Source: an optimization exercise on an open RTL-to-GDS flow (aim: a short achievable clock period and few clock cycles). Production flows keep margins and buffers that such runs may drop.
Only simulation tests tie the RTL to the original design; equivalence was not proved.
No activity file was given, so power comes from the tool's default toggle rates.

## flow/run.sh

```bash
#!/bin/bash
# synth_recipe.tcl (not shown) runs the flow's synth.tcl, then flattens the netlist and writes it again
# the make line also repeats each setting of config.mk as NAME=value (left out here)
make -C /OpenROAD-flow-scripts/flow DESIGN_CONFIG=/design/flow/config.mk WORK_HOME=/design/flow/orfs CLKGATE_MAP_FILE= SYNTH_SCRIPT=/design/flow/synth_recipe.tcl finish
```

## flow/config.mk

```make
export PLATFORM = sky130hd
export DESIGN_NAME = cpu4_mc_datapath
export DESIGN_NICKNAME = cpu4_mc_datapath
export VERILOG_FILES = /design/flow/design.v
export SDC_FILE = /design/flow/constraint.sdc
export NUM_CORES = 4
export LEC_CHECK = 0
export CAP_MARGIN = 20
export CORE_MARGIN = 2
export CORE_UTILIZATION = 30
export PLACE_DENSITY = 0.4
export SETUP_SLACK_MARGIN = 5
export SLEW_MARGIN = 20
export SYNTH_HIERARCHICAL = 1
```

## flow/constraint.sdc

```tcl
create_clock -name core_clock -period 10.0 [get_ports {clk}]
set_input_delay 2.0000 -clock core_clock [delete_from_list [all_inputs] [get_ports {clk}]]
set_output_delay 2.0000 -clock core_clock [all_outputs]
set_load 0.01 [all_outputs]
```

## flow/design.v

```verilog
module cpu4_mc_datapath #(
    parameter logic [31:0] RESET_PC        = 32'h0000_0000,
    parameter bit          HALT_ON_ILLEGAL = 1'b1,
    parameter int          NREGS           = 32
) (
    input  logic        clk,
    input  logic        resetn,
    output logic        mem_req,
    output logic        mem_we,
    output logic [31:0] mem_addr,
    output logic [31:0] mem_wdata,
    input  logic [31:0] mem_rdata,
    input  logic        mem_ready,
    output logic [31:0] pc,
    output logic [3:0]  state,
    output logic        halted
);
    localparam logic [5:0] OP_R = 6'h00, OP_J = 6'h02, OP_BEQ = 6'h04,
                           OP_ADDI = 6'h08, OP_LW = 6'h23, OP_SW = 6'h2B;
    localparam logic [5:0] F_ADD = 6'h20, F_SUB = 6'h22, F_AND = 6'h24,
                           F_OR = 6'h25, F_SLT = 6'h2A;
    logic [31:0] rf [1:31];
    logic [31:0] pc_r;           
    logic        req_r, halt_r;
    logic [31:0] maddr_r, btgt_r, jt_r;
    logic        s_m, s_t, s_j, s_p;
    logic        x_mem, x_sw, x_ld, x_wen, x_agen;
    logic [15:0] x_imm;
    logic        x_sub, x_and, x_or, x_slt;
    logic [4:0]  x_dst;
    logic [31:0] a, b;
    logic [5:0]  d_op, d_fn;
    logic [4:0]  d_rs, d_rt, d_rd;
    logic        d_r, d_addi, d_lw, d_sw, d_beq, d_j, d_ill;
    logic [31:0] d_simm;
    assign d_op   = mem_rdata[31:26];
    assign d_fn   = mem_rdata[5:0];
    assign d_rs   = mem_rdata[25:21];
    assign d_rt   = mem_rdata[20:16];
    assign d_rd   = mem_rdata[15:11];
    assign d_simm = {{16{mem_rdata[15]}}, mem_rdata[15:0]};
    assign d_r    = (d_op == OP_R) && ((d_fn == F_ADD) || (d_fn == F_SUB) || (d_fn == F_AND) ||
                                       (d_fn == F_OR)  || (d_fn == F_SLT));
    assign d_addi = (d_op == OP_ADDI);
    assign d_lw   = (d_op == OP_LW);
    assign d_sw   = (d_op == OP_SW);
    assign d_beq  = (d_op == OP_BEQ);
    assign d_j    = (d_op == OP_J);
    assign d_ill  = !(d_r || d_addi || d_lw || d_sw || d_beq || d_j);
    logic [31:0] alu;
    cpu4_alu u_alu (.a(a), .b(b), .op_sub(x_sub), .op_and(x_and), .op_or(x_or), .op_slt(x_slt),
                    .y(alu));
    assign mem_req   = req_r;
    assign mem_we    = x_sw;
    assign mem_addr  = ({32{s_m}} & maddr_r) | ({32{s_t}} & btgt_r) |
                       ({32{s_j}} & jt_r)    | ({32{s_p}} & pc_r);
    assign mem_wdata = b;
    assign pc        = pc_r;
    assign halted    = halt_r;
    assign state     = {halt_r, halt_r, 2'b00};
    logic fetch_done, mem_done;
    assign fetch_done = req_r && !x_mem && mem_ready;
    assign mem_done   = req_r && x_mem && mem_ready;
    logic [31:0] ra, rb, rs_sum, ra_rf, rb_rf, sum_rf;
    logic [31:0] pcn, jtgt, btgt;
    logic        fwd_a, fwd_b;
    assign fwd_a = x_wen && (d_rs == x_dst);
    assign fwd_b = x_wen && (d_rt == x_dst);
    logic [31:0]      dec_s, dec_t;
    logic [32*32-1:0] rf_flat;
    cpu4_dec5 u_dec_s (.i(d_rs), .o(dec_s));
    cpu4_dec5 u_dec_t (.i(d_rt), .o(dec_t));
    assign rf_flat[31:0]  = '0;
    for (genvar i = 1; i < 32; i++) begin : g_rf
        assign rf_flat[32*i +: 32] = rf[i];
    end
    cpu4_sel32 u_sel_a (.sel(dec_s), .d(rf_flat),  .o(ra_rf));
    cpu4_sel32 u_sel_b (.sel(dec_t), .d(rf_flat),  .o(rb_rf));
    cpu4_add32 u_madd (.x(ra_rf), .y(d_simm), .cin(1'b0), .s(sum_rf));
    assign ra     = fwd_a ? alu : ra_rf;
    assign rb     = fwd_b ? alu : rb_rf;
    assign rs_sum = sum_rf;
    logic eq_ab;
    cpu4_eq32 u_eq (.a(ra), .b(rb), .eq(eq_ab));
    logic [31:0] fa;
    assign fa   = s_t ? btgt_r : (s_j ? jt_r : pc_r);
    assign pcn  = fa + 32'd4;
    assign jtgt = {pcn[31:28], mem_rdata[25:0], 2'b00};
    assign btgt = pcn + {d_simm[29:0], 2'b00};
    always_ff @(posedge clk or negedge resetn) begin
        if (!resetn) begin
            for (int i = 1; i < 32; i++) rf[i] <= '0;
        end else begin
            for (int i = 1; i < 32; i++) begin
                if (x_wen && x_dst == 5'(i)) rf[i] <= alu;
                else if (mem_done && x_ld && x_dst == 5'(i)) rf[i] <= mem_rdata;
            end
        end
    end
    logic d_mem, d_agen;
    assign d_mem  = d_lw || d_sw;
    assign d_agen = d_mem && fwd_a;
    always_ff @(posedge clk or negedge resetn) begin
        if (!resetn) begin
            req_r   <= 1'b0;
            halt_r  <= 1'b0;
            pc_r    <= RESET_PC;
            maddr_r <= '0;
            btgt_r  <= '0;
            jt_r    <= '0;
            s_m     <= 1'b0; s_t <= 1'b0; s_j <= 1'b0; s_p <= 1'b1;
            x_mem   <= 1'b0; x_sw <= 1'b0; x_ld <= 1'b0; x_wen <= 1'b0; x_agen <= 1'b0;
            x_sub   <= 1'b0; x_and <= 1'b0; x_or <= 1'b0; x_slt <= 1'b0;
            x_dst   <= '0;
            x_imm   <= '0;
            a       <= '0;
            b       <= '0;
        end else begin
            req_r <= !halt_r && !(fetch_done && ((d_ill && HALT_ON_ILLEGAL) || d_agen));
            if (x_agen) begin
                x_agen  <= 1'b0;
                maddr_r <= a + {{16{x_imm[15]}}, x_imm};
                req_r   <= 1'b1;
            end
            if (mem_done) begin
                x_mem <= 1'b0; x_sw <= 1'b0; x_ld <= 1'b0;
                s_m   <= 1'b0; s_p  <= 1'b1;
            end
            if (fetch_done) begin
                halt_r  <= d_ill && HALT_ON_ILLEGAL;
                pc_r    <= pcn;
                maddr_r <= rs_sum;
                btgt_r  <= btgt;
                jt_r    <= jtgt;
                s_m     <= d_mem;
                s_t     <= d_beq && eq_ab;
                s_j     <= d_j;
                s_p     <= !(d_mem || d_j || (d_beq && eq_ab));
                x_mem   <= d_mem;
                x_agen  <= d_agen;
                x_sw    <= d_sw;
                x_ld    <= d_lw && (d_rt != 5'd0);
                x_wen   <= (d_r && d_rd != 5'd0) || (d_addi && d_rt != 5'd0);
                x_sub   <= d_r && d_fn == F_SUB;
                x_and   <= d_r && d_fn == F_AND;
                x_or    <= d_r && d_fn == F_OR;
                x_slt   <= d_r && d_fn == F_SLT;
                x_dst   <= d_r ? d_rd : d_rt;
                x_imm   <= mem_rdata[15:0];
                a       <= ra;
                b       <= d_addi ? d_simm : rb;
            end else begin
                x_wen <= 1'b0;
            end
        end
    end
endmodule
module cpu4_add32 (
    input  logic [31:0] x,
    input  logic [31:0] y,
    input  logic        cin,
    output logic [31:0] s
);
    logic [31:0] g, p, p0, gn, pn;
    always_comb begin
        g  = x & y;
        p  = x ^ y;
        p0 = p;
        g[0] = g[0] | (p[0] & cin);
        for (int d = 1; d < 32; d = d * 2) begin
            gn = g;
            pn = p;
            for (int i = d; i < 32; i++) begin
                gn[i] = g[i] | (p[i] & g[i-d]);
                pn[i] = p[i] & p[i-d];
            end
            g = gn;
            p = pn;
        end
        s = p0 ^ {g[30:0], cin};
    end
endmodule
module cpu4_dec5 (
    input  logic [4:0]  i,
    output logic [31:0] o
);
    always_comb for (int k = 0; k < 32; k++) o[k] = (i == 5'(k));
endmodule
module cpu4_sel32 (
    input  logic [31:0]      sel,
    input  logic [32*32-1:0] d,
    output logic [31:0]      o
);
    always_comb begin
        o = '0;
        for (int k = 0; k < 32; k++) o = o | ({32{sel[k]}} & d[32*k +: 32]);
    end
endmodule
module cpu4_eq32 (
    input  logic [31:0] a,
    input  logic [31:0] b,
    output logic        eq
);
    assign eq = (a == b);
endmodule
module cpu4_alu (
    input  logic [31:0] a,
    input  logic [31:0] b,
    input  logic        op_sub,
    input  logic        op_and,
    input  logic        op_or,
    input  logic        op_slt,
    output logic [31:0] y
);
    logic [31:0] sum, diff;
    logic        op_add, lt;
    cpu4_add32 u_add (.x(a), .y(b),  .cin(1'b0), .s(sum));
    cpu4_add32 u_sub (.x(a), .y(~b), .cin(1'b1), .s(diff));
    assign op_add = !(op_sub || op_and || op_or || op_slt);
    assign lt     = (a[31] != b[31]) ? a[31] : diff[31];
    assign y = ({32{op_add}} & sum) | ({32{op_sub}} & diff) | ({32{op_and}} & (a & b)) |
               ({32{op_or}} & (a | b)) | {31'b0, op_slt & lt};
endmodule
```

==> results of run 1 <==
[per-module statistics from Yosys, one instance, submodules excluded]
module	flops+latches	cell area, um2
cpu4_alu	0	971
cpu4_add32	0	1980
cpu4_sel32	0	5380
cpu4_mc_datapath	1193	50300
cpu4_eq32	0	347
cpu4_dec5	0	221
[flip-flops by register name, indices dropped and copies added (netlist names), 5 cells and up]
name,cells
a,32
x_dst,5
jt_r,12
b,32
btgt_r,30
x_imm,15
rf,992
pc_r,29
maddr_r,32
[cells in the mapped netlist, drive strengths merged (73+ instances only)]
cell	instances	share of area (%)
dfrtp	1192	43
clkbuf	529	2.9
xnor2	101	1.3
a22oi	1054	12
inv	91	0.50
nor2	198	1.1
nand4	294	2.7
o21ai	1422	10
ha	155	2.8
or4	73	0.80
a21oi	216	1.6
nand2	1574	8.6
buf	152	1.5
xor2	103	1.3
mux2i	109	1.6
[stage by stage]
stage / utilization (%) / instance area [um2] / worst slack, ns / instances / hold slack, ns
3_5_place_dp: 32.3 / 73600 / 2.15 / 10700 / 0.467
5_1_grt: 36.7 / 83600 / 4.30 / 11200 / 0.505
4_1_cts: 35.9 / 81800 / 4.54 / 11100 / 0.481
2_1_floorplan: - / 69400 / 4.78 / 8035 / 0.445
6_report: 36.7 / 83600 / 4.38 / 11200 / 0.478
3_3_place_gp: 32.3 / 73500 / 2.19 / 10700 / 0.462
[kinds of logic after synthesis]
group | Yosys count | share of synthesized area (%)
AOI/OAI and AO/OA | 3034 | 27.5
and+or+nand+nor | 2421 | 15.8
DFF | 1193 | 43.4
buffers and inverters | 775 | 5.02
xor gates and xnor gates | 204 | 2.60
muxes | 174 | 2.65
adders and majority gates | 163 | 3.05
other | 3 | 0.0164
[area by class of cell]
| class | count | area share [%] |
|---|---|---|
| repair buffers | 579 | 7.58 |
| flip-flops and latches | 1193 | 35.7 |
| well taps | 3009 | 4.50 |
| clock buffers | 228 | 5.44 |
| clock inverters | 45 | 0.558 |
| multi-input cells | 6070 | 45.8 |
| diodes | 9 | 0.0269 |
| inverters | 91 | 0.409 |
[critical path, stage by stage]
cell      delay (ns)
buf_12          0.12
or3b_4          0.35
buf_6           0.14
nor2_4          0.03
buf_12          0.14
buf_8           0.13
a22oi_2         0.17
nand4_1         0.20
or4_4           0.67
fa_2            0.40
fa_2            0.39
a21oi_4         0.16
o211ai_1        0.19
a21oi_1         0.27
a211oi_2        0.10
buf_4           0.17
a41o_1          0.27
nor3_4          0.24
a21oi_1         0.09
o21ai_1         0.10
[timing repair]
item                       CTS  global route
gates cloned                15            12
setup buffers              135            91
pin swaps                  173           121
setup endpoints to repair  126            39
gates resized for setup    435           155
[report_power, final]
| part | leakage, nW | total (mW) | internal [mW] | switching (mW) |
|---|---|---|---|---|
| sequential | 16.5 | 5.63 | 5.13 | 0.496 |
| clock | 2.47 | 5.64 | 3.31 | 2.32 |
| combinational | 16.2 | 3.25 | 1.22 | 2.03 |
| total | 35.2 | 14.5 | 9.66 | 4.85 |
[cell usage in the layout, fill, tap and decap left out, types with 83 or more instances in the layout]
cell type and instances:
nand2_1 1529, nand4_1 293, nor2_1 126, xnor2_1 93, a21oi_1 198, xor2_1 95
buf_4 297, a22oi_1 1005, ha_1 128, clkdlybuf4s50_1 119, dfrtp_1 1182, clkbuf_16 169
inv_1 91, o21ai_0 1365, mux2i_1 83
[worst paths after layout]
kind / startpoint / end / slack, ns / depth (start not counted)
max in group asynchronous: resetn / rf[12][1]$_DFFE_PN0P_ / 6.64 / 3
setup reg to reg: b[24]$_DFFE_PN0P_ / s_p$_DFFE_PN1P_ / 4.77 / 19
hold / removal: btgt_r[24]$_DFFE_PN0P_ / btgt_r[24]$_DFFE_PN0P_ / 0.48 / 2
setup / recovery: mem_rdata[22] / maddr_r[30]$_DFFE_PN0P_ / 4.38 / 20
min in group asynchronous: resetn / rf[10][2]$_DFFE_PN0P_ / 1.12 / 1
hold reg to reg: btgt_r[24]$_DFFE_PN0P_ / btgt_r[24]$_DFFE_PN0P_ / 0.48 / 2
[layer usage]
metal / part of all wire (%) / routed length [um] / track usage, % / vias to the layer above
met5: 0.019 / 68 / 0 / -
li1: - / - / - / 29500
met4: 4.7 / 16600 / 12.4 / 8
met3: 7.9 / 27900 / 6.36 / 636
met1: 42 / 149000 / 39.0 / 32800
met2: 45 / 159000 / 45.6 / 2859
==> flow_summary.yaml, run 1 <==
cts:
  root_buffer: "clkbuf_16"
  holdBufCountCts: 0
  clock_latency_ns: 0.83
  clockBufferDepth: 3
  cts.sinks: 1193
  htree_levels: 4
  clk_pin_slew_ns: 0.06
  numCtsBuffers: 152
  cts_tree: "built"
floorplan:
  core_um2: 228000
  die_w_um: 483
  num_io_pins: 138
  dieArea_um2: 233000
  rows: 175
  die_h_um: 483
  start_util_pct: 30.2
synth:
  synth_area_um2: 68800
  ys_seq_elements: 1193
  synth_edf_count: 0
  synth_ff_type: "dfrtp_1"
  async_flop_share_pct: 100
  ys_seq_area_share_pct: 43.4
  synth_cell_types: 89
  synth_warnings: 11
  syn_avg_cell_area_um2: 8.63
  netlist_instances: 7967
power_and_ir_drop:
  peakVddDrop_mv: 0.175
  p_leak_nw: 35.2
  power.density_nw_per_um2: 174
  total_power_mw: 14.5
route:
  dr.pass1.iters: 9
  ant_nets: 0
  drc_errors: 0
  num_vias: 65800
  drtIter0Drc: 7560
  drt-total-wl_um: 352000
  wire_per_inst_um: 31.4
  vias_per_cell: 5.86
critical_path:
  crit_arrival_ns: 6.36
  path_class: "in2reg"
  cp-start-kind: "input pin"
  critical_path.endpoint_type: "flip-flop"
  crit_fanout: 7
  critical_path_required_ns: 10.73
outcome:
  status: "finished clean"
sta:
  grt_setup_unrepaired: "yes"
  fmax_mhz: 178
  slew_headroom_pct: 19.8
  post-route-min-period_ns: 5.62
  fin_skew_ns: 0.0347
  setup_viol: 0
  min_period_over_period_pct: 56.2
  final-hold-violation-count: 0
  report.final.slew_viol_count: 0
  tightest_slew_ns: 1.19
  tns_ns: 0
place:
  io_buffers: 133
  detailed_place_hpwl_um: 235000
  gp_congestion: 0.960
global_route:
  gr-total-overflow: 0
  antenna_found_initial: 18
  grt_usage_pct: 29.3
  grt_pass1_wl_um: 491000
  grt_max_degree: 160
  grt_pass1_vias: 62800
worst_hold_path:
  min_path_type: "reg2reg"
finish:
  final-seq-area_um2: 29900
  fin_nets: 8285
  drive_above_1_share_pct: 14.8
  multi_input_area_um2: 38200
  nFillCells: 23200
  syn2layout_area_growth_pct: 21.5
job:
  cap_viol_max_count: 0
Testbench counts, summed over its fixed seeds: cycles 24,774.
==> inputs of run 2 (changes only) <==
--- a/flow/design.v
+++ b/flow/design.v
@@ -24,3 +24,5 @@
     logic        req_r, halt_r;
-    logic [31:0] maddr_r, btgt_r, jt_r;
+    logic [31:0] btgt_r, jt_r;
+    logic [7:0]  mlo_r;          
+    logic        m_c8;           
     logic        s_m, s_t, s_j, s_p;
@@ -52,6 +54,18 @@
                     .y(alu));
+    logic [15:0] a_inc, a_dec;
+    cpu4_incdec16 u_incdec (.x(a[31:16]), .inc(a_inc), .dec(a_dec));
+    logic [7:0] m_mid;
+    logic       m_c16;
+    cpu4_add8c u_mmid (.x(a[15:8]), .y(x_imm[15:8]), .ci(m_c8), .s(m_mid), .co(m_c16));
+    logic s_mi, s_md, s_ms;
+    assign s_mi = s_m && m_c16 && !x_imm[15];
+    assign s_md = s_m && !m_c16 && x_imm[15];
+    assign s_ms = s_m && (m_c16 == x_imm[15]);
     assign mem_req   = req_r;
     assign mem_we    = x_sw;
-    assign mem_addr  = ({32{s_m}} & maddr_r) | ({32{s_t}} & btgt_r) |
-                       ({32{s_j}} & jt_r)    | ({32{s_p}} & pc_r);
+    assign mem_addr[15:0]  = ({16{s_m}} & {m_mid, mlo_r}) | ({16{s_t}} & btgt_r[15:0]) |
+                             ({16{s_j}} & jt_r[15:0])     | ({16{s_p}} & pc_r[15:0]);
+    assign mem_addr[31:16] = ({16{s_mi}} & a_inc)         | ({16{s_md}} & a_dec) |
+                             ({16{s_ms}} & a[31:16])      | ({16{s_t}} & btgt_r[31:16]) |
+                             ({16{s_j}} & jt_r[31:16])    | ({16{s_p}} & pc_r[31:16]);
     assign mem_wdata = b;
@@ -60,6 +74,7 @@
     assign state     = {halt_r, halt_r, 2'b00};
-    logic fetch_done, mem_done;
-    assign fetch_done = req_r && !x_mem && mem_ready;
+    logic fetch_go, fetch_done, mem_done;
+    assign fetch_go   = req_r && !x_mem;
+    assign fetch_done = fetch_go && mem_ready;
     assign mem_done   = req_r && x_mem && mem_ready;
-    logic [31:0] ra, rb, rs_sum, ra_rf, rb_rf, sum_rf;
+    logic [31:0] ra, rb, ra_rf, rb_rf;
     logic [31:0] pcn, jtgt, btgt;
@@ -72,3 +87,3 @@
     cpu4_dec5 u_dec_t (.i(d_rt), .o(dec_t));
-    assign rf_flat[31:0]  = '0;
+    assign rf_flat[31:0] = '0;
     for (genvar i = 1; i < 32; i++) begin : g_rf
@@ -76,8 +91,12 @@
     end
-    cpu4_sel32 u_sel_a (.sel(dec_s), .d(rf_flat),  .o(ra_rf));
-    cpu4_sel32 u_sel_b (.sel(dec_t), .d(rf_flat),  .o(rb_rf));
-    cpu4_add32 u_madd (.x(ra_rf), .y(d_simm), .cin(1'b0), .s(sum_rf));
-    assign ra     = fwd_a ? alu : ra_rf;
-    assign rb     = fwd_b ? alu : rb_rf;
-    assign rs_sum = sum_rf;
+    cpu4_sel32 u_sel_a (.sel(dec_s), .d(rf_flat), .o(ra_rf));
+    cpu4_sel32 u_sel_b (.sel(dec_t), .d(rf_flat), .o(rb_rf));
+    assign ra = fwd_a ? alu : ra_rf;
+    assign rb = fwd_b ? alu : rb_rf;
+    logic [7:0] f_lo;
+    logic       f_c8;
+    cpu4_add8c u_mlo (.x(ra_rf[7:0]), .y(mem_rdata[7:0]), .ci(1'b0), .s(f_lo), .co(f_c8));
+    logic [7:0] g_lo;
+    logic       g_c8;
+    cpu4_add8c u_glo (.x(a[7:0]), .y(x_imm[7:0]), .ci(1'b0), .s(g_lo), .co(g_c8));
     logic eq_ab;
@@ -104,15 +123,16 @@
         if (!resetn) begin
-            req_r   <= 1'b0;
-            halt_r  <= 1'b0;
-            pc_r    <= RESET_PC;
-            maddr_r <= '0;
-            btgt_r  <= '0;
-            jt_r    <= '0;
-            s_m     <= 1'b0; s_t <= 1'b0; s_j <= 1'b0; s_p <= 1'b1;
-            x_mem   <= 1'b0; x_sw <= 1'b0; x_ld <= 1'b0; x_wen <= 1'b0; x_agen <= 1'b0;
-            x_sub   <= 1'b0; x_and <= 1'b0; x_or <= 1'b0; x_slt <= 1'b0;
-            x_dst   <= '0;
-            x_imm   <= '0;
-            a       <= '0;
-            b       <= '0;
+            req_r  <= 1'b0;
+            halt_r <= 1'b0;
+            pc_r   <= RESET_PC;
+            mlo_r  <= '0;
+            m_c8   <= 1'b0;
+            btgt_r <= '0;
+            jt_r   <= '0;
+            s_m    <= 1'b0; s_t <= 1'b0; s_j <= 1'b0; s_p <= 1'b1;
+            x_mem  <= 1'b0; x_sw <= 1'b0; x_ld <= 1'b0; x_wen <= 1'b0; x_agen <= 1'b0;
+            x_sub  <= 1'b0; x_and <= 1'b0; x_or <= 1'b0; x_slt <= 1'b0;
+            x_dst  <= '0;
+            x_imm  <= '0;
+            a      <= '0;
+            b      <= '0;
         end else begin
@@ -120,5 +140,6 @@
             if (x_agen) begin
-                x_agen  <= 1'b0;
-                maddr_r <= a + {{16{x_imm[15]}}, x_imm};
-                req_r   <= 1'b1;
+                x_agen <= 1'b0;
+                mlo_r  <= g_lo;
+                m_c8   <= g_c8;
+                req_r  <= 1'b1;
             end
@@ -128,25 +149,28 @@
             end
+            if (fetch_go) begin
+                mlo_r <= f_lo;
+                m_c8  <= f_c8;
+                x_imm <= mem_rdata[15:0];
+                a     <= ra;
+                b     <= d_addi ? d_simm : rb;
+            end
             if (fetch_done) begin
-                halt_r  <= d_ill && HALT_ON_ILLEGAL;
-                pc_r    <= pcn;
-                maddr_r <= rs_sum;
-                btgt_r  <= btgt;
-                jt_r    <= jtgt;
-                s_m     <= d_mem;
-                s_t     <= d_beq && eq_ab;
-                s_j     <= d_j;
-                s_p     <= !(d_mem || d_j || (d_beq && eq_ab));
-                x_mem   <= d_mem;
-                x_agen  <= d_agen;
-                x_sw    <= d_sw;
-                x_ld    <= d_lw && (d_rt != 5'd0);
-                x_wen   <= (d_r && d_rd != 5'd0) || (d_addi && d_rt != 5'd0);
-                x_sub   <= d_r && d_fn == F_SUB;
-                x_and   <= d_r && d_fn == F_AND;
-                x_or    <= d_r && d_fn == F_OR;
-                x_slt   <= d_r && d_fn == F_SLT;
-                x_dst   <= d_r ? d_rd : d_rt;
-                x_imm   <= mem_rdata[15:0];
-                a       <= ra;
-                b       <= d_addi ? d_simm : rb;
+                halt_r <= d_ill && HALT_ON_ILLEGAL;
+                pc_r   <= pcn;
+                btgt_r <= btgt;
+                jt_r   <= jtgt;
+                s_m    <= d_mem;
+                s_t    <= d_beq && eq_ab;
+                s_j    <= d_j;
+                s_p    <= !(d_mem || d_j || (d_beq && eq_ab));
+                x_mem  <= d_mem;
+                x_agen <= d_agen;
+                x_sw   <= d_sw;
+                x_ld   <= d_lw && (d_rt != 5'd0);
+                x_wen  <= (d_r && d_rd != 5'd0) || (d_addi && d_rt != 5'd0);
+                x_sub  <= d_r && d_fn == F_SUB;
+                x_and  <= d_r && d_fn == F_AND;
+                x_or   <= d_r && d_fn == F_OR;
+                x_slt  <= d_r && d_fn == F_SLT;
+                x_dst  <= d_r ? d_rd : d_rt;
             end else begin
@@ -223 +247,36 @@
 endmodule
+module cpu4_add8c (
+    input  logic [7:0] x,
+    input  logic [7:0] y,
+    input  logic       ci,
+    output logic [7:0] s,
+    output logic       co
+);
+    logic [7:0] g, p, p0, gn, pn;
+    always_comb begin
+        g  = x & y;
+        p  = x ^ y;
+        p0 = p;
+        g[0] = g[0] | (p[0] & ci);
+        for (int d = 1; d < 8; d = d * 2) begin
+            gn = g;
+            pn = p;
+            for (int i = d; i < 8; i++) begin
+                gn[i] = g[i] | (p[i] & g[i-d]);
+                pn[i] = p[i] & p[i-d];
+            end
+            g = gn;
+            p = pn;
+        end
+        s  = p0 ^ {g[6:0], ci};
+        co = g[7];
+    end
+endmodule
+module cpu4_incdec16 (
+    input  logic [15:0] x,
+    output logic [15:0] inc,
+    output logic [15:0] dec
+);
+    assign inc = x + 16'd1;
+    assign dec = x - 16'd1;
+endmodule
==> run 2 against run 1 <==
Compared with the run above: still clean; count of clock-buffer cells in the layout is 18 lower; critical path depth shrank 7; power decreased by 0.94%; largest cell class unchanged.
==> flow_summary.yaml, run 2 <==
floorplan:
  num_io_pins: 138
  rows: 172
  die_h_um: 473
  start_util_pct: 30.1
  die_w_um: 473
  dieArea_um2: 224000
  core_um2: 219000
power_and_ir_drop:
  total_power_mw: 14.4
  power.density_nw_per_um2: 180
  peakVddDrop_mv: 0.147
  p_leak_nw: 33.7
synth:
  synth_top_area_share_pct: 45.0
  post-synth-top-count-cell: "nand2_1"
  netlist_instances: 7503
  synth_ff_type: "dfrtp_1"
  yosysTopAreaCell: "dfrtp_1"
  synth_cell_types: 88
  ys_seq_area_share_pct: 45.0
  ys_seq_elements: 1186
  async_flop_share_pct: 100
  syn_avg_cell_area_um2: 8.79
  synth_warnings: 12
  synth_edf_count: 0
  synth_area_leaders: "dfrtp_1 45%, a22oi_1 12%, o21ai_0 9.9%, nand2_1 8.7%, clkbuf_1 2.8%"
  synth_common_cells: "1,535 x nand2_1, 1,303 x o21ai_0, 1,185 x dfrtp_1"
  synth_area_um2: 66000
global_route:
  antenna_found_initial: 51
  grt_pass1_wl_um: 479000
  gr-total-overflow: 0
  grt_max_degree: 149
  grt_pass1_vias: 59900
  grt_usage_pct: 29.9
finish:
  postLayoutCoreUtil_pct: 36.4
  drive_above_1_share_pct: 14.8
  syn2layout_area_growth_pct: 21.0
  fin_nets: 7789
  final-seq-area_um2: 29700
  largest_reg_flops: 992
  final_common_cell: "nand2_1"
  final_cell_mix: "1,495 x nand2_1, 1,299 x o21ai_0, 1,170 x dfrtp_1, 1,039 x a22oi_1, 288 x buf_4"
  reg.largest.list: "rf: 992 flops, a: 32 flops, b: 32 flops"
  multi_input_area_um2: 35200
  instances_no_fill: 10600
  top_register: "rf"
  nFillCells: 22100
cts:
  clk_pin_slew_ns: 0.06
  root_buffer: "clkbuf_16"
  numCtsBuffers: 151
  htree_levels: 4
  cts_tree: "built"
  clock_latency_ns: 0.84
  clockBufferDepth: 3
  cts.sinks: 1186
sta:
  slew_headroom_pct: 22.9
  setup_viol: 0
  fin_skew_ns: 0.0531
  tightest_slew_ns: 1.13
  report.final.slew_viol_count: 0
  post-route-min-period_ns: 5.69
  min_period_over_period_pct: 56.9
  grt_setup_unrepaired: "yes"
  final-hold-violation-count: 0
  fmax_mhz: 176
  tns_ns: 0
route:
  dr.pass1.iters: 9
  wire_per_inst_um: 32.4
  vias_per_cell: 5.95
  ant_nets: 0
  drt-total-wl_um: 345000
  num_vias: 63300
  drtIter0Drc: 8661
  drc_errors: 0
outcome:
  status: "finished clean"
critical_path:
  critical_path.endpoint_type: "output pin"
  crit_fanout: 5
  cp-start-kind: "flip-flop"
  crit_arrival_ns: 3.69
  r2r-start: "b[0]$_DFFE_PN0P_"
  cp-startpoint: "a[8]$_DFFE_PN0P_"
  critical_path_required_ns: 8.00
  path_class: "reg2out"
place:
  dpl.cell_count: 10100
  detailed_place_hpwl_um: 220000
  io_buffers: 133
  gp_congestion: 0.939
worst_hold_path:
  hp-start: "btgt_r[2]$_DFFE_PN0P_"
  min_path_type: "reg2reg"
job:
  cap_viol_max_count: 0
==> run 2: cell count changes after synthesis, moves of 16 or more <==
cell / change
a21oi_1: -101
o21ai_0: -85
ha_1: -40
nand2_1: -39
a21o_1: -29
clkbuf_1: -27
a31oi_1: -20
nor3_1: -20
o211ai_1: -16
==> run 2: where the power goes <==
group	internal [mW]	switching, mW
Combinational	1.13	1.98
Sequential	5.09	0.360
Clock	3.43	2.39
Total	9.65	4.73
==> run 2: path summary, 6_finish.rpt <==
path / cells past startpoint / end / slack [ns]
worst max-delay path: 13 / mem_addr[29] / 4.31
worst min-delay path: 2 / btgt_r[2]$_DFFE_PN0P_ / 0.47
worst max register to register: 21 / s_p$_DFFE_PN1P_ / 4.81
worst min register to register: 2 / btgt_r[2]$_DFFE_PN0P_ / 0.47
max in group asynchronous: 3 / rf[22][14]$_DFFE_PN0P_ / 6.64
min in group asynchronous: 1 / jt_r[10]$_DFFE_PN0P_ / 1.09
==> run 2: layout make-up <==
class	instances	share of cell area (%)
Sequential cell	1186	37.2
Multi-Input combinational cell	5663	44.1
Clock inverter	64	1.01
Clock buffer	210	5.52
Tap cell	2871	4.50
Timing Repair Buffer	545	7.20
Inverter	81	0.386
Antenna cell	17	0.0533
==> run 2: cell families (layout without fill, tap and decap cells) <==
kind of cell	count (synthesis)	count (layout)	synth area share [%]
compound gates	2765	2765	26.4
simple gates	2312	2316	15.7
flops	1186	1186	45.0
buf+inv	727	900	4.79
xor+xnor	203	203	2.70
mux	181	181	2.89
fa+ha+maj	126	126	2.52
other cells	3	89	0.0171
==> run 2: metrics by stage <==
step	hold slack [ns]	cell area, um2	worst slack, ns
final	0.472	79800	4.31
after detailed placement	0.463	70800	1.97
after floorplan	0.439	66200	5.07
after global routing	0.499	79800	4.19
after global placement	0.458	70700	1.96
after CTS	0.478	78700	4.22
==> run 2: what timing repair did <==
action                                  CTS  global route
buffers inserted                        135            55
gates resized for setup                 403           113
gates cloned                             21             4
hold buffers                              0             0
endpoints found under the setup margin  227            34
pin swaps                                91            78
==> run 2: critical path, cell delays in order, from the launching register on <==
cell and delay [ns]:
dfrtp_2 0.45, fa_2 0.25, inv_2 0.05, fa_2 0.41
nor2b_4 0.12, o21ai_2 0.07, a21oi_2 0.18, a211oi_2 0.06
a21oi_2 0.19, buf_6 0.17, and3b_2 0.28, a222oi_1 0.36
nand2_1 0.12, buf_2 0.16
==> run 2: modules after synthesis, one instance, submodules excluded <==
module | cells | flops+latches | times used | area (um2)
cpu4_incdec16 | 83 | 0 | 1 | 556
cpu4_add32 | 232 | 0 | 2 | 1640
cpu4_mc_datapath | 5004 | 1186 | 1 | 48600
cpu4_sel32 | 768 | 0 | 2 | 5380
cpu4_eq32 | 43 | 0 | 1 | 347
cpu4_alu | 156 | 0 | 1 | 971
cpu4_dec5 | 47 | 0 | 2 | 221
cpu4_add8c | 41 | 0 | 3 | 337
==> run 2: metal layers <==
layer	up-vias	track usage, %	wire length, um
met4	26	9.56	12300
met5	-	0	251
met3	626	6.64	30700
met2	3246	46.4	153000
li1	27700	-	-
met1	31700	41.2	149000
Testbench counts of run 2, summed over its fixed seeds: cycles 24,774.
==> inputs of run 3 (changes only) <==
--- a/flow/design.v
+++ b/flow/design.v
@@ -28,2 +28,3 @@
     logic        s_m, s_t, s_j, s_p;
+    logic        s_b;            
     logic        x_mem, x_sw, x_ld, x_wen, x_agen;
@@ -59,2 +60,6 @@
     cpu4_add8c u_mmid (.x(a[15:8]), .y(x_imm[15:8]), .ci(m_c8), .s(m_mid), .co(m_c16));
+    logic x_eq, t_eff, p_eff;
+    cpu4_eq32 u_eq (.a(a), .b(b), .eq(x_eq));
+    assign t_eff = s_t || (s_b && x_eq);
+    assign p_eff = s_p || (s_b && !x_eq);
     logic s_mi, s_md, s_ms;
@@ -65,7 +70,7 @@
     assign mem_we    = x_sw;
-    assign mem_addr[15:0]  = ({16{s_m}} & {m_mid, mlo_r}) | ({16{s_t}} & btgt_r[15:0]) |
-                             ({16{s_j}} & jt_r[15:0])     | ({16{s_p}} & pc_r[15:0]);
+    assign mem_addr[15:0]  = ({16{s_m}} & {m_mid, mlo_r}) | ({16{t_eff}} & btgt_r[15:0]) |
+                             ({16{s_j}} & jt_r[15:0])     | ({16{p_eff}} & pc_r[15:0]);
     assign mem_addr[31:16] = ({16{s_mi}} & a_inc)         | ({16{s_md}} & a_dec) |
-                             ({16{s_ms}} & a[31:16])      | ({16{s_t}} & btgt_r[31:16]) |
-                             ({16{s_j}} & jt_r[31:16])    | ({16{s_p}} & pc_r[31:16]);
+                             ({16{s_ms}} & a[31:16])      | ({16{t_eff}} & btgt_r[31:16]) |
+                             ({16{s_j}} & jt_r[31:16])    | ({16{p_eff}} & pc_r[31:16]);
     assign mem_wdata = b;
@@ -101,9 +106,9 @@
     cpu4_add8c u_glo (.x(a[7:0]), .y(x_imm[7:0]), .ci(1'b0), .s(g_lo), .co(g_c8));
-    logic eq_ab;
-    cpu4_eq32 u_eq (.a(ra), .b(rb), .eq(eq_ab));
     logic [31:0] fa;
-    assign fa   = s_t ? btgt_r : (s_j ? jt_r : pc_r);
+    assign fa   = t_eff ? btgt_r : (s_j ? jt_r : pc_r);
     assign pcn  = fa + 32'd4;
     assign jtgt = {pcn[31:28], mem_rdata[25:0], 2'b00};
-    assign btgt = pcn + {d_simm[29:0], 2'b00};
+    logic [31:0] bsum;
+    cpu4_add32 u_bt (.x({2'b00, fa[31:2]}), .y({2'b00, d_simm[29:0]}), .cin(1'b1), .s(bsum));
+    assign btgt = {bsum[29:0], fa[1:0]};
     always_ff @(posedge clk or negedge resetn) begin
@@ -114,3 +119,3 @@
                 if (x_wen && x_dst == 5'(i)) rf[i] <= alu;
-                else if (mem_done && x_ld && x_dst == 5'(i)) rf[i] <= mem_rdata;
+                else if (x_ld && x_dst == 5'(i)) rf[i] <= mem_rdata;
             end
@@ -130,3 +135,3 @@
             jt_r   <= '0;
-            s_m    <= 1'b0; s_t <= 1'b0; s_j <= 1'b0; s_p <= 1'b1;
+            s_m    <= 1'b0; s_t <= 1'b0; s_j <= 1'b0; s_p <= 1'b1; s_b <= 1'b0;
             x_mem  <= 1'b0; x_sw <= 1'b0; x_ld <= 1'b0; x_wen <= 1'b0; x_agen <= 1'b0;
@@ -162,5 +167,6 @@
                 s_m    <= d_mem;
-                s_t    <= d_beq && eq_ab;
+                s_t    <= 1'b0;
+                s_b    <= d_beq;
                 s_j    <= d_j;
-                s_p    <= !(d_mem || d_j || (d_beq && eq_ab));
+                s_p    <= !(d_mem || d_j || d_beq);
                 x_mem  <= d_mem;
@@ -177,2 +183,7 @@
                 x_wen <= 1'b0;
+                if (fetch_go) begin
+                    s_t <= t_eff;
+                    s_p <= p_eff;
+                    s_b <= 1'b0;
+                end
             end
@@ -181,2 +192,42 @@
 endmodule
+module cpu4_pg #(parameter int W = 32) (
+    input  logic [W-1:0] x,
+    input  logic [W-1:0] y,
+    output logic [W-1:0] g,
+    output logic [W-1:0] p
+);
+    assign g = x & y;
+    assign p = x ^ y;
+endmodule
+module cpu4_pfx #(parameter int W = 32) (
+    input  logic [W-1:0] g,
+    input  logic [W-1:0] p,
+    input  logic         cin,
+    output logic [W-1:0] G
+);
+    logic [W-1:0] gg, pp, gn, pn;
+    always_comb begin
+        gg = g;
+        pp = p;
+        gg[0] = g[0] | (p[0] & cin);
+        for (int d = 1; d < W; d = d * 2) begin
+            gn = gg;
+            pn = pp;
+            for (int i = d; i < W; i++) begin
+                gn[i] = gg[i] | (pp[i] & gg[i-d]);
+                pn[i] = pp[i] & pp[i-d];
+            end
+            gg = gn;
+            pp = pn;
+        end
+        G = gg;
+    end
+endmodule
+module cpu4_xorw #(parameter int W = 32) (
+    input  logic [W-1:0] a,
+    input  logic [W-1:0] b,
+    output logic [W-1:0] y
+);
+    assign y = a ^ b;
+endmodule
 module cpu4_add32 (
@@ -187,20 +238,6 @@
 );
-    logic [31:0] g, p, p0, gn, pn;
-    always_comb begin
-        g  = x & y;
-        p  = x ^ y;
-        p0 = p;
-        g[0] = g[0] | (p[0] & cin);
-        for (int d = 1; d < 32; d = d * 2) begin
-            gn = g;
-            pn = p;
-            for (int i = d; i < 32; i++) begin
-                gn[i] = g[i] | (p[i] & g[i-d]);
-                pn[i] = p[i] & p[i-d];
-            end
-            g = gn;
-            p = pn;
-        end
-        s = p0 ^ {g[30:0], cin};
-    end
+    logic [31:0] g, p, G;
+    cpu4_pg  #(32) u_pg  (.x(x), .y(y), .g(g), .p(p));
+    cpu4_pfx #(32) u_pfx (.g(g), .p(p), .cin(cin), .G(G));
+    cpu4_xorw #(32) u_s  (.a(p), .b({G[30:0], cin}), .y(s));
 endmodule
@@ -212,2 +249,26 @@
 endmodule
+module cpu4_sel8 (
+    input  logic [7:0]      sel,
+    input  logic [8*32-1:0] d,
+    output logic [31:0]     o
+);
+    always_comb begin
+        o = '0;
+        for (int k = 0; k < 8; k++) o = o | ({32{sel[k]}} & d[32*k +: 32]);
+    end
+endmodule
+module cpu4_nor2w (
+    input  logic [31:0] a,
+    input  logic [31:0] b,
+    output logic [31:0] y
+);
+    assign y = ~(a | b);
+endmodule
+module cpu4_nand2w (
+    input  logic [31:0] a,
+    input  logic [31:0] b,
+    output logic [31:0] y
+);
+    assign y = ~(a & b);
+endmodule
 module cpu4_sel32 (
@@ -217,6 +278,10 @@
 );
-    always_comb begin
-        o = '0;
-        for (int k = 0; k < 32; k++) o = o | ({32{sel[k]}} & d[32*k +: 32]);
-    end
+    logic [31:0] q0, q1, q2, q3, n0, n1;
+    cpu4_sel8   u_q0 (.sel(sel[7:0]),   .d(d[0*256 +: 256]), .o(q0));
+    cpu4_sel8   u_q1 (.sel(sel[15:8]),  .d(d[1*256 +: 256]), .o(q1));
+    cpu4_sel8   u_q2 (.sel(sel[23:16]), .d(d[2*256 +: 256]), .o(q2));
+    cpu4_sel8   u_q3 (.sel(sel[31:24]), .d(d[3*256 +: 256]), .o(q3));
+    cpu4_nor2w  u_n0 (.a(q0), .b(q1), .y(n0));
+    cpu4_nor2w  u_n1 (.a(q2), .b(q3), .y(n1));
+    cpu4_nand2w u_o  (.a(n0), .b(n1), .y(o));
 endmodule
@@ -254,21 +319,7 @@
 );
-    logic [7:0] g, p, p0, gn, pn;
-    always_comb begin
-        g  = x & y;
-        p  = x ^ y;
-        p0 = p;
-        g[0] = g[0] | (p[0] & ci);
-        for (int d = 1; d < 8; d = d * 2) begin
-            gn = g;
-            pn = p;
-            for (int i = d; i < 8; i++) begin
-                gn[i] = g[i] | (p[i] & g[i-d]);
-                pn[i] = p[i] & p[i-d];
-            end
-            g = gn;
-            p = pn;
-        end
-        s  = p0 ^ {g[6:0], ci};
-        co = g[7];
-    end
+    logic [7:0] g, p, G;
+    cpu4_pg  #(8) u_pg  (.x(x), .y(y), .g(g), .p(p));
+    cpu4_pfx #(8) u_pfx (.g(g), .p(p), .cin(ci), .G(G));
+    cpu4_xorw #(8) u_s  (.a(p), .b({G[6:0], ci}), .y(s));
+    assign co = G[7];
 endmodule
==> run 3 against run 2 <==
Compared with the run above: still clean; global-route usage is 3.0 points lower; sequential share of layout area is 1.2 points higher; count of clock-buffer cells in the layout is 15 higher; fmax is 3.7% higher; die area is 0.37% higher; worst hold slack better by 0.012 ns; combinational power grew to 2.9 times the previous value.
==> flow_summary.yaml, run 3 <==
route:
  ant_nets: 0
  dr.pass1.iters: 9
  num_vias: 60900
  drt-total-wl_um: 308000
  drtIter0Drc: 6749
  wire_per_inst_um: 29.0
  vias_per_cell: 5.74
  drc_errors: 0
power_and_ir_drop:
  power.density_nw_per_um2: 282
  peakVddDrop_mv: 0.457
  p_leak_nw: 33.6
  total_power_mw: 21.9
outcome:
  status: "finished clean"
synth:
  syn_avg_cell_area_um2: 8.72
  netlist_instances: 7591
  synth_area_um2: 66200
  synth_warnings: 12
finish:
  multi_input_area_um2: 34600
  final-seq-area_um2: 29800
  nFillCells: 22600
  drive_above_1_share_pct: 11.7
  final_common_cell: "nand2_1"
  syn2layout_area_growth_pct: 17.1
  final_cell_mix: "1,500 x nand2_1, 1,332 x o21ai_0, 1,147 x dfrtp_1, 1,036 x a22oi_1, 282 x nand4_1"
  fin_nets: 7774
  largest_reg_flops: 992
  reg.largest.list: "rf: 992 flops, a: 32 flops, b: 32 flops"
  instances_no_fill: 10600
  top_register: "rf"
critical_path:
  cp_num_buf_inv: 4
  rr_worst_depth: 20
  crit_fanout: 8
  r2r-start: "a[15]$_DFFE_PN0P_"
  critical_path.max_stage_delay_ns: 0.53
  critical_path.endpoint_type: "output pin"
  rr_endpoint: "btgt_r[27]$_DFFE_PN0P_"
  critical_path_required_ns: 8.00
  cp-start-kind: "flip-flop"
  path_class: "reg2out"
  path_cells: "xor2_1 -> nor4_2 -> nand4_1 -> nor2_4 -> inv_2 -> a21o_4 -> buf_4 -> buf_12 -> a222oi_1 -> nand2_1 -> buf_2"
  critPathCapture: "mem_addr[16]"
  cp-startpoint: "a[15]$_DFFE_PN0P_"
  cp.depth: 11
  crit_path_top_delay_cell: "dfrtp_2"
  crit_arrival_ns: 3.49
  crit_family: "simple AND/OR/NAND/NOR gates"
  reg2reg_slack_ns: 5.19
worst_hold_path:
  min_path_type: "reg2reg"
sta:
  fin_ws_ns: 4.51
  setup_viol: 0
  grt_setup_unrepaired: "yes"
  min_period_over_period_pct: 54.9
  tightest_slew_ns: 1.10
  tns_ns: 0
  report.final.slew_viol_count: 0
  fin_skew_ns: 0.0477
  final-hold-violation-count: 0
  fmax_mhz: 182
  post-route-min-period_ns: 5.49
  slew_headroom_pct: 26.9
global_route:
  grt_pass1_vias: 58200
  grt_max_degree: 140
  grt_usage_pct: 26.9
  grt_pass1_wl_um: 439000
  gr-total-overflow: 0
  antenna_found_initial: 8
floorplan:
  start_util_pct: 30.2
  rows: 172
  num_io_pins: 138
  die_w_um: 474
  die_h_um: 474
  dieArea_um2: 224000
  core_um2: 220000
place:
  io_buffers: 133
  detailed_place_hpwl_um: 202000
  dpl.cell_count: 10300
  gp_congestion: 0.901
  dp_slack_ns: 3.34
cts:
  cts.sinks: 1187
  root_buffer: "clkbuf_16"
  cts_tree: "built"
  clock_latency_ns: 0.84
  numCtsBuffers: 153
  clk_pin_slew_ns: 0.06
  clockBufferDepth: 3
  htree_levels: 4
job:
  cap_viol_max_count: 0
run 3: how the worst min path moves through the flow:
stage,start,end,depth (start not counted)
final,x_imm[4]$_DFFE_PN0P_,x_imm[4]$_DFFE_PN0P_,2
after global routing,x_imm[11]$_DFFE_PN0P_,x_imm[11]$_DFFE_PN0P_,2
after CTS,x_imm[11]$_DFFE_PN0P_,x_imm[11]$_DFFE_PN0P_,2
after detailed placement,x_imm[11]$_DFFE_PN0P_,x_imm[11]$_DFFE_PN0P_,2
after global placement,x_imm[4]$_DFFE_PN0P_,x_imm[4]$_DFFE_PN0P_,2
after floorplan,x_and$_DFFE_PN0P_,x_and$_DFFE_PN0P_,2
run 3: cell type report:
cell class,count,area share [%]
clock inverters,49,0.960
multi-input cells,5770,44.7
inverters,74,0.358
clock buffers,225,5.83
diodes,15,0.0484
repair buffers,430,5.09
flip-flops and latches,1187,38.4
well taps,2871,4.63
run 3: where the power goes:
part / internal (mW) / switching [mW]
logic: 3.05 / 5.86
registers: 5.81 / 1.30
clock network: 3.50 / 2.35
run 3: repair_timing:
action / 4_1_cts / 5_1_grt
buffers inserted: 52 / 24
hold buffers: 0 / 0
pin swaps: 51 / 35
gates cloned: 4 / 0
endpoints found under the setup margin: 61 / 60
resized for setup: 259 / 103
run 3: per-layer routing:
metal  vias up  track usage (%)  routed length (um)
met4         0             9.02               10800
met2      2410             42.8              141000
met3       495             4.45               20700
met1     30400             36.8              136000
li1      27700                -                   -
met5         -                0                   0
run 3: tightest hold or removal path, stage by stage, from the launching register on:
cell and delay, ns:
dfrtp_1 0.34, nand2_1 0.05, nand2_1 0.06
run 3: through the flow:
| step | utilization, % | hold WS (ns) | cell area (um2) |
|---|---|---|---|
| after global routing | 35.3 | 0.515 | 77500 |
| final | 35.3 | 0.484 | 77500 |
| after global placement | 32.2 | 0.469 | 70700 |
| after CTS | 35.0 | 0.486 | 76800 |
| after detailed placement | 32.2 | 0.470 | 70700 |
| after floorplan | - | 0.445 | 66500 |
Testbench counts of run 3, summed over its fixed seeds: cycles 24,774.
==> inputs of run 4 (changes only) <==
==> flow/flow/run.sh (new file) <==
#!/bin/bash
# Layout flow: the standard flow (standard.sh), run unchanged for
# synthesis, then for the layout with one change: the input and output port
# buffers are plain buf_4 cells (the resizer may still size them), where the
# default port buffering picks delay cells (clkdlybuf4s50, dlygate) that add
# about 0.3 ns to every path through a port. Each step's full output is kept
# in a log file in this folder.
set -euo pipefail
bash standard.sh synth > synth.log 2>&1
bash standard.sh "BUFFER_PORTS_ARGS=-buffer_cell sky130_fd_sc_hd__buf_4" finish > layout.log 2>&1
test -s out/final.def
==> flow/standard.sh (new file) <==
#!/bin/bash
# synth_recipe.tcl (not shown) runs the flow's synth.tcl, then flattens the netlist and writes it again
# the make line also repeats each setting of config.mk as NAME=value (left out here)
make -C /OpenROAD-flow-scripts/flow DESIGN_CONFIG=/design/flow/config.mk WORK_HOME=/design/flow/orfs CLKGATE_MAP_FILE= SYNTH_SCRIPT=/design/flow/synth_recipe.tcl "${@:-finish}"
removed: flow/run.sh
==> run 4 against run 3 <==
Compared with the run above: still clean on timing, DRC and antenna; clock skew shrank 0.0017 ns; via count is essentially flat; sequential power is essentially flat; clock power is essentially flat; fmax grew 0.72%; count of clock-buffer cells in the layout shrank 1; combinational power grew 3.1%; cell area shrank 0.60%; register-to-register slack is essentially flat; area after synthesis is the same.
==> flow_summary.yaml, run 4 <==
critical_path:
  crit_arrival_ns: 3.45
  crit_top_cell: "buf_4"
  cp-start-kind: "flip-flop"
  crit_fanout: 8
  rr_endpoint: "btgt_r[27]$_DFFE_PN0P_"
  r2r-start: "a[13]$_DFFE_PN0P_"
  cp_num_buf_inv: 3
  path_class: "reg2out"
  rr_worst_depth: 24
  reg2reg_slack_ns: 5.20
  critical_path_required_ns: 8.00
  critical_path.max_stage_delay_ns: 0.47
  crit_path_top_delay_cell: "dfrtp_2"
  path_cells: "ha_4 -> a2111o_1 -> a21oi_4 -> o31ai_4 -> buf_12 -> xnor2_4 -> buf_4 -> and2_4 -> a222oi_1 -> nand2_1 -> buf_4"
  crit_family: "compound AO/OA/AOI/OAI gates"
  critical_path.endpoint_type: "output pin"
sta:
  fin_skew_ns: 0.0459
  setup_viol: 0
  post-route-min-period_ns: 5.45
  tightest_slew_ns: 1.08
  grt_setup_unrepaired: "yes"
  slew_headroom_pct: 27.8
  min_period_over_period_pct: 54.5
  report.final.slew_viol_count: 0
  final-hold-violation-count: 0
  tns_ns: 0
  fmax_mhz: 183
floorplan:
  start_util_pct: 30.2
  die_w_um: 474
  rows: 172
  num_io_pins: 138
  dieArea_um2: 224000
  core_um2: 220000
  die_h_um: 474
route:
  wire_per_inst_um: 29.6
  drtIter0Drc: 6465
  dr.pass1.iters: 10
  vias_per_cell: 5.76
  num_vias: 60900
  drt-total-wl_um: 313000
  drc_errors: 0
  ant_nets: 0
cts:
  clock_latency_ns: 0.83
  cts.sinks: 1187
  clk_pin_slew_ns: 0.06
  holdBufCountCts: 0
  numCtsBuffers: 153
  root_buffer: "clkbuf_16"
  clockBufferDepth: 3
  htree_levels: 4
  cts_tree: "built"
finish:
  final-seq-area_um2: 29800
  syn2layout_area_growth_pct: 16.4
  largest_reg_flops: 992
  fin_nets: 7739
  final_cell_area_um2: 77100
  top_register: "rf"
  drive_above_1_share_pct: 13.0
  multi_input_area_um2: 34700
  final_cell_mix: "1,492 x nand2_1, 1,329 x o21ai_0, 1,131 x dfrtp_1, 1,037 x a22oi_1, 339 x buf_4"
  nFillCells: 22700
  reg.largest.list: "rf: 992 flops, a: 32 flops, b: 32 flops"
  final_common_cell: "nand2_1"
global_route:
  antenna_found_initial: 14
  grt_max_degree: 157
  grt_pass1_vias: 58700
  grt_pass1_wl_um: 448000
  gr-total-overflow: 0
  grt_usage_pct: 27.4
place:
  io_buffers: 133
  detailed_place_hpwl_um: 202000
  gp_congestion: 0.912
  dpl_cell_area_um2: 70000
worst_hold_path:
  min_path_type: "reg2reg"
  hold_end: "x_imm[0]$_DFFE_PN0P_"
  hp-start: "x_imm[0]$_DFFE_PN0P_"
  hold_path_depth: 2
synth:
  synth_warnings: 12
  synth_area_um2: 66200
  syn_avg_cell_area_um2: 8.72
  netlist_instances: 7591
power_and_ir_drop:
  power.density_nw_per_um2: 287
  peakVddDrop_mv: 0.395
  p_leak_nw: 33.6
outcome:
  status: "finished clean"
job:
  cap_viol_max_count: 0
==> run 4: routing by layer <==
| metal | share of wire [%] | GRT usage, % |
|---|---|---|
| met1 | 44 | 37.3 |
| met2 | 45 | 43.1 |
| met3 | 6.6 | 4.60 |
| met5 | 0.0080 | 0 |
| met4 | 4.1 | 11.1 |
==> run 4: timing repair <==
item / in CTS / in global routing
setup buffers: 55 / 24
pin swaps: 45 / 33
gates cloned: 8 / 0
hold endpoints to repair: 0 / 0
resized for setup: 172 / 65
endpoints found under the setup margin: 61 / 51
==> run 4: where the power goes <==
group | internal [mW] | switching [mW] | leakage (nW)
Sequential | 5.82 | 1.29 | 11.2
Combinational | 3.08 | 6.10 | 19.8
Clock | 3.46 | 2.39 | 2.58
Total | 12.3 | 9.78 | 33.6
==> run 4: cell type report <==
cell class / instances / share of cell area (%)
tap: 2871 / 4.66
timing repair buffer: 394 / 4.42
multi-input combinational: 5771 / 45.1
antenna: 8 / 0.0260
inverter: 74 / 0.360
clock buffer: 224 / 5.86
clock inverter: 52 / 0.935
sequential: 1187 / 38.7
==> run 4: per-stage QoR <==
stage	std cells	hold WS, ns	worst slack, ns	power, mW	util, %
4_1_cts	10500	0.487	4.47	22.0	34.9
2_1_floorplan	7667	0.445	5.19	11.6	-
3_3_place_gp	10200	0.473	3.92	15.5	31.9
5_1_grt	10600	0.525	4.45	23.2	35.1
6_report	10600	0.482	4.55	22.1	35.1
3_5_place_dp	10200	0.472	3.96	15.5	31.9
==> run 4: worst max-delay path by stage <==
| stage | from | to | slack [ns] | cells past startpoint |
|---|---|---|---|---|
| 6_report | a[13]$_DFFE_PN0P_ | mem_addr[27] | 4.55 | 11 |
| 5_1_grt | a[13]$_DFFE_PN0P_ | mem_addr[23] | 4.45 | 10 |
| 4_1_cts | a[13]$_DFFE_PN0P_ | mem_addr[22] | 4.47 | 10 |
| 3_5_place_dp | mem_rdata[25] | mlo_r[6]$_DFFE_PN0P_ | 3.96 | 15 |
| 3_3_place_gp | mem_rdata[25] | mlo_r[6]$_DFFE_PN0P_ | 3.92 | 15 |
| 2_1_floorplan | a[27]$_DFFE_PN0P_ | mem_addr[24] | 5.19 | 11 |
==> run 4: worst min-delay path: stages (launching register included) <==
cell,delay (ns)
dfrtp_1,0.35
nand2_1,0.05
nand2_1,0.05
==> inputs of run 5 (changes only) <==
--- a/flow/config.mk
+++ b/flow/config.mk
@@ -9,4 +9,4 @@
 export CORE_MARGIN = 2
-export CORE_UTILIZATION = 30
-export PLACE_DENSITY = 0.4
+export CORE_UTILIZATION = 45
+export PLACE_DENSITY = 0.6
 export SETUP_SLACK_MARGIN = 5
==> run 5 against run 4 <==
Compared with the run above: flip-flop and latch count unchanged; power is 4.8% lower; setup slack better by 0.16 ns; fmax increased by 3.1%; count of clock-buffer cells in the layout is 27 lower; cell count fell by 9.6%; area after synthesis is the same; via count grew 1.6%; clock skew fell by 0.019 ns; global-route usage up 8.2 points; combinational power is 4.8% lower; cell area down 2.3%; largest power group unchanged.
==> flow_summary.yaml, run 5 <==
floorplan:
  die_h_um: 388
  num_io_pins: 138
  core_um2: 146000
  die_w_um: 388
  rows: 140
  dieArea_um2: 150000
  start_util_pct: 45.4
critical_path:
  cp-start-kind: "flip-flop"
  r2r-start: "b[3]$_DFFE_PN0P_"
  reg2reg_slack_ns: 5.20
  critical_path.endpoint_type: "output pin"
  rr_worst_depth: 16
  crit_arrival_ns: 3.29
  path_class: "reg2out"
  rr_endpoint: "rf[24][27]$_DFFE_PN0P_"
  critical_path_required_ns: 8.00
  cp-startpoint: "a[8]$_DFFE_PN0P_"
  crit_fanout: 7
place:
  dpl_cell_area_um2: 69000
  gp_congestion: 0.994
  dpl.cell_count: 9239
  detailed_place_hpwl_um: 171000
  io_buffers: 133
finish:
  final_cell_area_um2: 75300
  multi_input_area_um2: 35000
  final_common_cell: "nand2_1"
  top_register: "rf"
  largest_reg_flops: 992
  final-seq-area_um2: 29800
  drive_above_1_share_pct: 12.3
  syn2layout_area_growth_pct: 13.7
  final_cell_mix: "1,493 x nand2_1, 1,333 x o21ai_0, 1,131 x dfrtp_1, 1,037 x a22oi_1, 321 x buf_4"
  reg.largest.list: "rf: 992 flops, a: 32 flops, b: 32 flops"
  instances_no_fill: 9564
  fin_nets: 7690
  nFillCells: 13600
sta:
  tightest_slew_ns: 1.22
  post-route-min-period_ns: 5.29
  tns_ns: 0
  final-hold-violation-count: 0
  fin_skew_ns: 0.0271
  fmax_mhz: 189
  grt_setup_unrepaired: "yes"
  slew_headroom_pct: 18.7
  setup_viol: 0
  min_period_over_period_pct: 52.9
  report.final.slew_viol_count: 0
synth:
  synth_warnings: 12
  netlist_instances: 7591
  syn_avg_cell_area_um2: 8.72
  synth_area_um2: 66200
cts:
  cts_tree: "built"
  htree_levels: 4
  numCtsBuffers: 137
  holdBufCountCts: 0
  clockBufferDepth: 3
  clock_latency_ns: 0.81
  clk_pin_slew_ns: 0.06
  root_buffer: "clkbuf_16"
  cts.sinks: 1187
worst_hold_path:
  hp-start: "x_imm[14]$_DFFE_PN0P_"
  hold_path_depth: 2
  hold_end: "x_imm[14]$_DFFE_PN0P_"
  min_path_type: "reg2reg"
route:
  dr.pass1.iters: 9
  wire_per_inst_um: 28.7
  drtIter0Drc: 8250
  drc_errors: 0
  drt-total-wl_um: 274000
  ant_nets: 0
  num_vias: 61900
  vias_per_cell: 6.47
global_route:
  grt_usage_pct: 35.6
  grt_pass1_wl_um: 399000
  grt_max_degree: 170
  grtUsageMet1_pct: 48.5
  gr-total-overflow: 0
  grt_util_met3_pct: 10.9
  grt_pass1_vias: 57400
  use_met2_pct: 50.5
  antenna_found_initial: 11
  grt_busiest_layer: "met2"
outcome:
  status: "finished clean"
power_and_ir_drop:
  peakVddDrop_mv: 0.270
  p_leak_nw: 33.1
  power.density_nw_per_um2: 280
job:
  cap_viol_max_count: 0
run 5: cell types whose count changed in the layout (fill, tap and decap cells not counted), sizes merged:
cell / change
clkinvlp: +2
and2: -1
diode: -6
buf: -31
clkinv: -4
bufinv: +1
nor2: -1
inv: +4
clkbuf: -27
run 5: critical path, cell delays in order, from the launching register on:
cell      delay [ns]
dfrtp_2         0.47
ha_4            0.25
a211o_1         0.36
a21oi_4         0.19
o31ai_4         0.12
xnor2_1         0.15
and2_4          0.23
buf_8           0.16
a222oi_1        0.23
nand3_1         0.15
buf_4           0.17
run 5: per-stage QoR:
stage | util (%) | total power [mW] | hold WS (ns) | setup slack, ns
floorplan | - | 11.6 | 0.445 | 5.19
global placement | 47.2 | 14.6 | 0.465 | 3.77
detailed placement | 47.3 | 14.8 | 0.469 | 3.77
CTS | 51.4 | 20.6 | 0.483 | 4.72
global route | 51.6 | 22.0 | 0.510 | 4.58
finish | 51.6 | 21.1 | 0.483 | 4.71
run 5: how the worst max path moves through the flow:
stage	endpoint	slack (ns)
finish	mem_addr[20]	4.71
global route	mem_addr[20]	4.58
CTS	mem_addr[20]	4.72
detailed placement	mlo_r[6]$_DFFE_PN0P_	3.77
global placement	mlo_r[6]$_DFFE_PN0P_	3.77
floorplan	mem_addr[24]	5.19
run 5: power breakdown:
group	switching (mW)	total, mW	internal (mW)
Clock	2.21	5.35	3.14
Sequential	1.16	6.97	5.81
Combinational	5.64	8.74	3.09
Total	9.01	21.1	12.0
run 5: final cells by class:
type / count / share of cell area [%]
multi-input combinational: 5769 / 46.5
antenna: 2 / 0.00664
inverter: 74 / 0.369
tap: 1917 / 3.18
sequential: 1187 / 39.5
timing repair buffer: 363 / 4.14
clock buffer: 197 / 5.31
clock inverter: 55 / 0.995
run 5: per-layer routing:
| layer | share of wire (%) | wire [um] |
|---|---|---|
| met3 | 12 | 31700 |
| met4 | 6.3 | 17200 |
| met2 | 42 | 114000 |
| met5 | 0.0099 | 27 |
| met1 | 41 | 111000 |
run 5: what timing repair did:
item,CTS,global route
setup endpoints to repair,53,92
hold endpoints to repair,0,0
pin swaps,53,26
cloned,5,0
gates resized for setup,166,42
buffers inserted,50,14

[what the ideal ports hide]
How much do the figures lean on ideal ports? The routed layouts below were timed once more, with nothing changed but the port constraints. Step 1 sets driving cells, clkbuf_16 on the clock port and buf_2 on the other inputs (assumed; they add their load-dependent delay and slew). Step 2 moves the port delays by t, midway between the first and last clock arrival at a register: inputs arrive t later, outputs are due t later. That takes back most of the time a late clock gives input paths. Slacks: ideal / step 1 / step 2; pairs: ideal / step 1.
| run | t (ns) | setup WS [ns] | worst register clock-pin slew, ns |
|---|---|---|---|
| run 1 | 0.899 | 4.376 / 4.339 / 3.439 | 0.06 / 0.06 |
| run 2 | 0.903 | 4.308 / 4.219 / 3.677 | 0.07 / 0.07 |
| run 3 | 0.905 | 4.511 / 4.421 / 4.185 | 0.06 / 0.06 |
| run 4 | 0.896 | 4.550 / 4.464 / 4.275 | 0.06 / 0.06 |
| run 5 | 0.865 | 4.712 / 4.638 / 4.255 | 0.07 / 0.07 |
After both steps setup and hold are still met in every run listed. The setup slack of run 1, which loses most, moves by -0.037 ns with the drivers and by -0.937 ns with both steps.
